This is an optimization exercise on Yosys and OpenROAD, whose aim is small area, not a production implementation. In this exercise RTL edits were held to simulation tests only and were not proved equivalent to the original. Power is estimated from default activity; no workload was simulated.

Design sha_msg_feeder, start of the top module:
module sha_msg_feeder #(
    parameter int MAX_BYTES   = 32,
    parameter int LEN_W       = 6,
    parameter int TIMEOUT_CYC = 1024
) (
    input  logic                        clk,
    input  logic                        reset,
    input  logic                        start,
    input  logic [sha_msg_feeder_pkg::BYTE_W*MAX_BYTES-1:0] msg,
    input  logic [LEN_W-1:0]            msg_len,
    input  logic                        msg_order,
    input  logic                        cmp_en,
    input  logic [sha_msg_feeder_pkg::DIGEST_W-1:0]         target,
    output logic                        busy,
    output logic                        done,
    output logic [sha_msg_feeder_pkg::DIGEST_W-1:0]         digest,
    output logic                        match,
    output logic                        err_len,
    output logic                        err_ovf,
    output logic                        err_timeout,
    output logic                        core_rst_n,
    output logic                        core_byte_rdy,
    output logic                        core_byte_stop,
    output logic [sha_msg_feeder_pkg::BYTE_W-1:0]           core_data,
    input  logic                        core_ovf,
    input  logic [sha_msg_feeder_pkg::DIGEST_W-1:0]         core_digest,
    input  logic                        core_done,
    output sha_msg_feeder_pkg::state_t                      state_dbg
);
Settings: LEC_CHECK=0, CAP_MARGIN=5, CORE_AREA=5 5 355 355, DIE_AREA=0 0 360 360, SLEW_MARGIN=5; clock period 5.0 ns.
standard.sh (not shown) runs the stock make flow with config.mk's settings and CLKGATE_MAP_FILE= SYNTH_SCRIPT=/design/flow/synth_recipe.tcl, a recipe that flattens the netlist after the stock synthesis.
==> flow/flow/run.sh <==
#!/bin/bash
set -e
export BUFFER_PORTS_ARGS="-buffer_cell sky130_fd_sc_hd__buf_1"
export CTS_ARGS="-sink_clustering_enable -repair_clock_nets -dont_use_dummy_load -sink_clustering_size 26 -sink_clustering_max_diameter 150 -buf_list sky130_fd_sc_hd__clkbuf_16"
bash standard.sh > standard.log 2>&1
The first run went through all stages and came out clean.
Then changed:
==> flow/flow/run.sh (replaced) <==
#!/bin/bash
set -e
export BUFFER_PORTS_ARGS="-buffer_cell sky130_fd_sc_hd__buf_1"
export CTS_ARGS="-sink_clustering_enable -repair_clock_nets -dont_use_dummy_load -sink_clustering_size 13 -sink_clustering_max_diameter 150 -buf_list sky130_fd_sc_hd__clkbuf_8"
bash standard.sh > standard.log 2>&1
- CAP_MARGIN: 5 -> 20
- SLEW_MARGIN: 5 -> 20
Effect: Area after synthesis stays the same; fmax came out higher slightly; utilization stays flat; clock skew rises by 0.036 ns; routed wire length grows slightly; non-clock buffer count increases by 1; setup slack gains 0.031 ns; via count rose slightly.

sha_msg_feeder again, from the RTL that the note above started with.
// sha_msg_feeder
module sha_msg_feeder #(
    parameter int MAX_BYTES   = 32,
    parameter int LEN_W       = 6,
    parameter int TIMEOUT_CYC = 1024
) (
    input  logic                        clk,
    input  logic                        reset,
    input  logic                        start,
    input  logic [sha_msg_feeder_pkg::BYTE_W*MAX_BYTES-1:0] msg,
    input  logic [LEN_W-1:0]            msg_len,
    input  logic                        msg_order,
    input  logic                        cmp_en,
    input  logic [sha_msg_feeder_pkg::DIGEST_W-1:0]         target,
    output logic                        busy,
    output logic                        done,
    output logic [sha_msg_feeder_pkg::DIGEST_W-1:0]         digest,
    output logic                        match,
    output logic                        err_len,
    output logic                        err_ovf,
    output logic                        err_timeout,
    output logic                        core_rst_n,
    output logic                        core_byte_rdy,
    output logic                        core_byte_stop,
    output logic [sha_msg_feeder_pkg::BYTE_W-1:0]           core_data,
    input  logic                        core_ovf,
    input  logic [sha_msg_feeder_pkg::DIGEST_W-1:0]         core_digest,
    input  logic                        core_done,
    output sha_msg_feeder_pkg::state_t                      state_dbg
);
    localparam int TW    = $clog2(TIMEOUT_CYC);
    localparam int IDX_W = $clog2(MAX_BYTES);
    localparam int CW    = (TW > IDX_W) ? TW : IDX_W;
    sha_msg_feeder_pkg::state_t                      state;
    logic [sha_msg_feeder_pkg::BYTE_W*MAX_BYTES-1:0] msg_l_n;
    logic [sha_msg_feeder_pkg::DIGEST_W-1:0]         tgt_dig_n;  
    logic                        dig_nv;      
    logic                        match_l;     
  ...
Settings: LEC_CHECK=0, CAP_MARGIN=20, CORE_AREA=5 5 355 355, DIE_AREA=0 0 360 360, SLEW_MARGIN=20; clock period 5.0 ns.
==> flow/flow/run.sh <==
#!/bin/bash
set -e
export BUFFER_PORTS_ARGS="-buffer_cell sky130_fd_sc_hd__buf_1"
export CTS_ARGS="-sink_clustering_enable -repair_clock_nets -dont_use_dummy_load -sink_clustering_size 16 -sink_clustering_max_diameter 60 -buf_list sky130_fd_sc_hd__clkbuf_8"
bash standard.sh > standard.log 2>&1
The starting point passed the timing, design-rule and antenna checks.
Next try:
==> flow/flow/run.sh (replaced) <==
#!/bin/bash
set -e
export BUFFER_PORTS_ARGS="-buffer_cell sky130_fd_sc_hd__buf_1"
export CTS_ARGS="-sink_clustering_enable -repair_clock_nets -dont_use_dummy_load -sink_clustering_size 13 -sink_clustering_max_diameter 150 -buf_list sky130_fd_sc_hd__clkbuf_8"
bash standard.sh > standard.log 2>&1
Settings changed: CAP_MARGIN 20 to 5, SLEW_MARGIN 20 to 5.
Clock-buffer cell count came out lower by 22.
Combinational power barely changes.
Final area drops slightly.
Worst setup slack is worse by 44 ps.
Die area is unchanged.
Final cell count hardly moves.
Wire length stays flat.
Critical path depth does not change.
Total power came out lower by a few percent.
Synthesized cell count is unchanged.
Worst hold slack gets better by 6.9 ps.

[afterwards: timing with drivers on the ports]
How much do the figures lean on ideal ports? The routed layouts below were timed once more, with nothing changed but the port constraints.
Step 1, drivers: a clkbuf_16 drives clk and a buf_2 each remaining input, both assumed.
Step 2 moves the port delays by t, midway between the first and last clock arrival at a register: inputs arrive t later, outputs are due t later. That takes back most of the time a late clock gives input paths.
Three values: no drivers, after step 1, after step 2; two values: the first two.
| run | t, ns | setup WS [ns] | hold slack, ns |
|---|---|---|---|
| the first run of note 1 | 0.712 | 0.091 / 0.021 / 0.733 | 0.490 / 0.447 / 0.493 |
| the second run of note 1 | 0.761 | 0.122 / 0.056 / 0.817 | 0.431 / 0.401 / 0.488 |
| the first run of note 2 | 0.762 | 0.103 / 0.035 / 0.798 | 0.421 / 0.384 / 0.483 |
| the second run of note 2 | 0.771 | 0.060 / -0.004 / 0.767 | 0.428 / 0.409 / 0.489 |
After both steps setup and hold are still met in every run listed.
